What follows belongs to an exercise in optimizing a design on an open flow for small area and a short achievable clock period; a production flow would make more cautious choices.
The RTL was checked by simulation tests, not by an equivalence proof against the original design.
Power and IR drop assume default switching activity.

// beam_topk_sort
module beam_topk_sort #(
    parameter int NBEAM_IN = 64,
    parameter int BEAM     = 16,
    parameter int PWR_W    = 32
) (
    input  logic                        i_clk,
    input  logic                        i_reset_n,
    input  logic                        i_pwr_vld,
    input  logic                        i_pwr_sop,
    input  logic [PWR_W-1:0]            i_pwr_data,
    output logic [BEAM-1:0][7:0]        o_beam_idx,
    output logic [BEAM-1:0][PWR_W-1:0]  o_beam_pwr,
    output logic                        o_rbg_load,
    output logic                        o_busy,
    output logic                        o_err_sop
);
==> flow/config.mk <==
export PLATFORM = sky130hd
export DESIGN_NAME = beam_topk_sort
export DESIGN_NICKNAME = beam_topk_sort
export VERILOG_FILES = /design/flow/design.v
export SDC_FILE = /design/flow/constraint.sdc
export NUM_CORES = 4
export LEC_CHECK = 0
export CAP_MARGIN = 20
export CORE_MARGIN = 2
export CORE_UTILIZATION = 50
export SETUP_SLACK_MARGIN = 1.8
export SLEW_MARGIN = 20
export SYNTH_HIERARCHICAL = 1
export TNS_END_PERCENT = 5
==> flow/constraint.sdc <==
create_clock -name core_clock -period 4.0 [get_ports {i_clk}]
set_input_delay 0.8000 -clock core_clock [delete_from_list [all_inputs] [get_ports {i_clk}]]
set_output_delay 0.8000 -clock core_clock [all_outputs]
set_load 0.01 [all_outputs]
standard.sh (not shown) runs the stock make flow with config.mk's settings and CLKGATE_MAP_FILE= SYNTH_SCRIPT=/design/flow/synth_recipe.tcl, a recipe that flattens the netlist after the stock synthesis.
==> flow/flow/run.sh <==
#!/bin/bash
set -euo pipefail
bash standard.sh BUFFER_PORTS_ARGS="-buffer_cell sky130_fd_sc_hd__buf_2" finish > standard_flow.log 2>&1
The baseline passed the timing, design-rule and antenna checks.
Edit:
CORE_UTILIZATION = 55   (was 50)
After rerunning:
- The new run completed with no timing, DRC or antenna violations
- power came out higher by 1.3%
- final area barely changes
- routed wire length came out lower by 4.3%
- core utilization came out higher by 5.7 points
- final cell count came out lower by 2.3%
- via count hardly moves
- first-iteration DRC count came out higher by 11%
- global-route usage came out higher by 1.5 points
- maximum frequency came out higher by 2.2%
- combinational power came out higher by about 0.5%
- synthesized cell count does not change
Edit:
SETUP_SLACK_MARGIN = 2.0   (was 1.8)
What happened: Area after synthesis stays the same. Register-to-register slack gets better by 50 ps. Hold slack gets worse by 9.6 ps.

========
The RTL this note starts from:
==> flow/design.v <==
module beam_topk_sort #(
    parameter int NBEAM_IN = 64,
    parameter int BEAM     = 16,
    parameter int PWR_W    = 32
) (
    input  logic                        i_clk,
    input  logic                        i_reset_n,
    input  logic                        i_pwr_vld,
    input  logic                        i_pwr_sop,
    input  logic [PWR_W-1:0]            i_pwr_data,
    output logic [BEAM-1:0][7:0]        o_beam_idx,
    output logic [BEAM-1:0][PWR_W-1:0]  o_beam_pwr,
    output logic                        o_rbg_load,
    output logic                        o_busy,
    output logic                        o_err_sop
);
    localparam int IW = 6;                        
    localparam logic [IW-1:0] CNT_LAST_C = IW'(NBEAM_IN - 1);
    logic            collect_r;      
    logic            flush_r;        
    logic [IW-1:0]   cnt_r;          
    logic            rbg_load_r;
    logic            err_sop_r;
    logic start_s, beam_s, take_s, acc_s;
    assign start_s = i_pwr_vld &  i_pwr_sop;
    assign beam_s  = i_pwr_vld & ~i_pwr_sop;
    assign take_s  = beam_s & collect_r;          
    assign acc_s   = start_s | take_s;            
    always_ff @(posedge i_clk) begin
        if (!i_reset_n) begin
            collect_r  <= 1'b0;
            flush_r    <= 1'b0;
            cnt_r      <= '0;
            rbg_load_r <= 1'b0;
            err_sop_r  <= 1'b0;
        end else begin
            rbg_load_r <= flush_r;
            err_sop_r  <= (start_s & collect_r) | (beam_s & ~collect_r);
            if (start_s) begin
                collect_r <= 1'b1;
                flush_r   <= 1'b0;
                cnt_r     <= IW'(1);
            end else if (take_s) begin
                cnt_r     <= cnt_r + IW'(1);
                if (cnt_r == CNT_LAST_C) begin
                    collect_r <= 1'b0;
                    flush_r   <= 1'b1;
                end else begin
                    flush_r   <= 1'b0;
                end
            end else begin
                flush_r   <= 1'b0;
            end
        end
    end
    logic [BEAM-1:0][PWR_W-1:0] list_pwr_r;
    logic [BEAM-1:0][IW-1:0]    list_idx_r;
    logic [BEAM-1:0]            list_vld_r;   
    logic [PWR_W-1:0]           smp_pwr_r;    
    logic [IW-1:0]              smp_idx_r;
    logic [BEAM-1:0]            pos_ge_r;     
    logic [BEAM-1:0][PWR_W-1:0] ins_pwr_s;
    logic [BEAM-1:0][IW-1:0]    ins_idx_s;
    logic [BEAM-1:0]            ins_vld_s;
    always_comb begin
        for (int i = 0; i < BEAM; i++) begin
            if (pos_ge_r[i]) begin
                ins_pwr_s[i] = list_pwr_r[i];
                ins_idx_s[i] = list_idx_r[i];
            end else if (i == 0 || pos_ge_r[(i == 0) ? 0 : i-1]) begin
                ins_pwr_s[i] = smp_pwr_r;
                ins_idx_s[i] = smp_idx_r;
            end else begin
                ins_pwr_s[i] = list_pwr_r[(i == 0) ? 0 : i-1];
                ins_idx_s[i] = list_idx_r[(i == 0) ? 0 : i-1];
            end
        end
        if (start_s)
            ins_vld_s = '0;
        else if (pos_ge_r[BEAM-1])
            ins_vld_s = list_vld_r;
        else
            ins_vld_s = {list_vld_r[BEAM-2:0], 1'b1};
    end
    logic [BEAM-1:0] cmp_list_s;      
    logic            cmp_smp_s;       
    logic [BEAM-1:0] pos_ge_s;
    always_comb begin
        for (int i = 0; i < BEAM; i++)
            cmp_list_s[i] = list_pwr_r[i] >= i_pwr_data;
        cmp_smp_s = smp_pwr_r >= i_pwr_data;
        for (int i = 0; i < BEAM; i++) begin
            if (pos_ge_r[i])
                pos_ge_s[i] = cmp_list_s[i];
            else if (i == 0 || pos_ge_r[(i == 0) ? 0 : i-1])
                pos_ge_s[i] = cmp_smp_s;
            else
                pos_ge_s[i] = cmp_list_s[(i == 0) ? 0 : i-1];
            pos_ge_s[i] = ~acc_s | (ins_vld_s[i] & pos_ge_s[i]);
        end
    end
    always_ff @(posedge i_clk) begin
        list_pwr_r <= ins_pwr_s;
        list_idx_r <= ins_idx_s;
        list_vld_r <= ins_vld_s;
        smp_pwr_r  <= i_pwr_data;
        smp_idx_r  <= start_s ? '0 : cnt_r;
        pos_ge_r   <= pos_ge_s;
    end
    logic [BEAM-1:0][IW-1:0]    beam_idx_r;
    logic [BEAM-1:0][PWR_W-1:0] beam_pwr_r;
    always_ff @(posedge i_clk) begin
        if (!i_reset_n) begin
            for (int i = 0; i < BEAM; i++)
                beam_idx_r[i] <= IW'(i);
            beam_pwr_r <= '0;
        end else if (flush_r) begin
            beam_idx_r <= ins_idx_s;
            beam_pwr_r <= ins_pwr_s;
        end
    end
    always_comb begin
        for (int i = 0; i < BEAM; i++)
            o_beam_idx[i] = {{(8-IW){1'b0}}, beam_idx_r[i]};
    end
    assign o_beam_pwr = beam_pwr_r;
    assign o_rbg_load = rbg_load_r;
    assign o_busy     = collect_r;
    assign o_err_sop  = err_sop_r;
endmodule
Settings: LEC_CHECK=0, CAP_MARGIN=20, CORE_MARGIN=2, CORE_UTILIZATION=45, SETUP_SLACK_MARGIN=1.7, SLEW_MARGIN=20; clock period 4.0 ns.
Scripts as last shown in full above: flow/flow/run.sh
Edit:
==> flow/run.sh (new file) <==
#!/bin/bash
# synth_recipe.tcl (not shown) runs the flow's synth.tcl, then flattens the netlist and writes it again
# the make line also repeats each setting of config.mk as NAME=value (left out here)
make -C /OpenROAD-flow-scripts/flow DESIGN_CONFIG=/design/flow/config.mk WORK_HOME=/design/flow/orfs CLKGATE_MAP_FILE= SYNTH_SCRIPT=/design/flow/synth_recipe.tcl finish
Settings changed: CORE_UTILIZATION 45 to 40, SETUP_SLACK_MARGIN 1.7 to unset.
removed: flow/flow/run.sh
removed: flow/standard.sh
=> The changed run produced a clean layout. Cell area increases by 3.9%. Setup slack loses 810 ps. Via count decreases by 1.1%. Total power increases by 0.31%. Synthesized cell count is unchanged. First-iteration DRC count decreases by 7.4%.
Edit:
Settings changed: ABC_CLOCK_PERIOD_IN_PS set to 2500, CORE_UTILIZATION 40 to 45, SETUP_SLACK_MARGIN set to 0.8.
=> Die area fell by 11%; sequential power is about the same; final cell count fell by 2.9%.
Edit:
==> flow/flow/run.sh (new file) <==
#!/bin/bash
set -euo pipefail
bash standard.sh BUFFER_PORTS_ARGS="-buffer_cell sky130_fd_sc_hd__buf_2" finish > standard_flow.log 2>&1
==> flow/standard.sh (new file) <==
#!/bin/bash
# synth_recipe.tcl (not shown) runs the flow's synth.tcl, then flattens the netlist and writes it again
# the make line also repeats each setting of config.mk as NAME=value (left out here)
make -C /OpenROAD-flow-scripts/flow DESIGN_CONFIG=/design/flow/config.mk WORK_HOME=/design/flow/orfs CLKGATE_MAP_FILE= SYNTH_SCRIPT=/design/flow/synth_recipe.tcl "${@:-finish}"
Settings changed: ABC_CLOCK_PERIOD_IN_PS 2500 to unset, SETUP_SLACK_MARGIN 0.8 to 1.2.
removed: flow/run.sh
Setup slack gets better by 280 ps; global-route usage shrinks by 0.40 points; first-iteration DRC count went up by about 1.5%; combinational power is higher by about 0.8%; sequential power stays flat; register-to-register slack gains 260 ps.

==> static timing again, ports no longer ideal <==
In the flow no input, the clock included, has a driving cell. The finished layouts below were timed again as built, in two steps.
Step 1, drivers: a clkbuf_16 drives i_clk and a buf_2 each remaining input, both assumed.
Step 2, shift: input delay + t, output delay - t, t = (earliest + latest rising clock arrival at the registers) / 2. This alone moves slack from input paths to output paths.
Three values: no drivers, after step 1, after step 2; two values: the first two.
| run | t, ns | setup slack, ns | clock arrival spread, ns |
|---|---|---|---|
| the first run of note 1 | 0.829 | 1.658 / 1.637 / 0.881 | 0.026 / 0.026 |
| the second run of note 1 | 0.819 | 1.708 / 1.646 / 0.946 | 0.021 / 0.022 |
| the third run of note 1 | 0.828 | 1.734 / 1.761 / 0.933 | 0.021 / 0.022 |
| the first run of note 2 | 0.845 | 1.373 / 1.373 / 0.566 | 0.050 / 0.050 |
| the second run of note 2 | 0.851 | 0.564 / 0.545 / -0.307 | 0.023 / 0.023 |
| the third run of note 2 | 0.839 | 0.860 / 0.920 / 0.082 | 0.031 / 0.031 |
| the fourth run of note 2 | 0.861 | 1.143 / 1.205 / 0.343 | 0.024 / 0.023 |
Met with ideal ports but missed after step 2: setup timing in the second run of note 2. For the second run of note 2, which loses most, drivers alone change the setup slack by -0.019 ns; drivers and shift together by -0.871 ns.
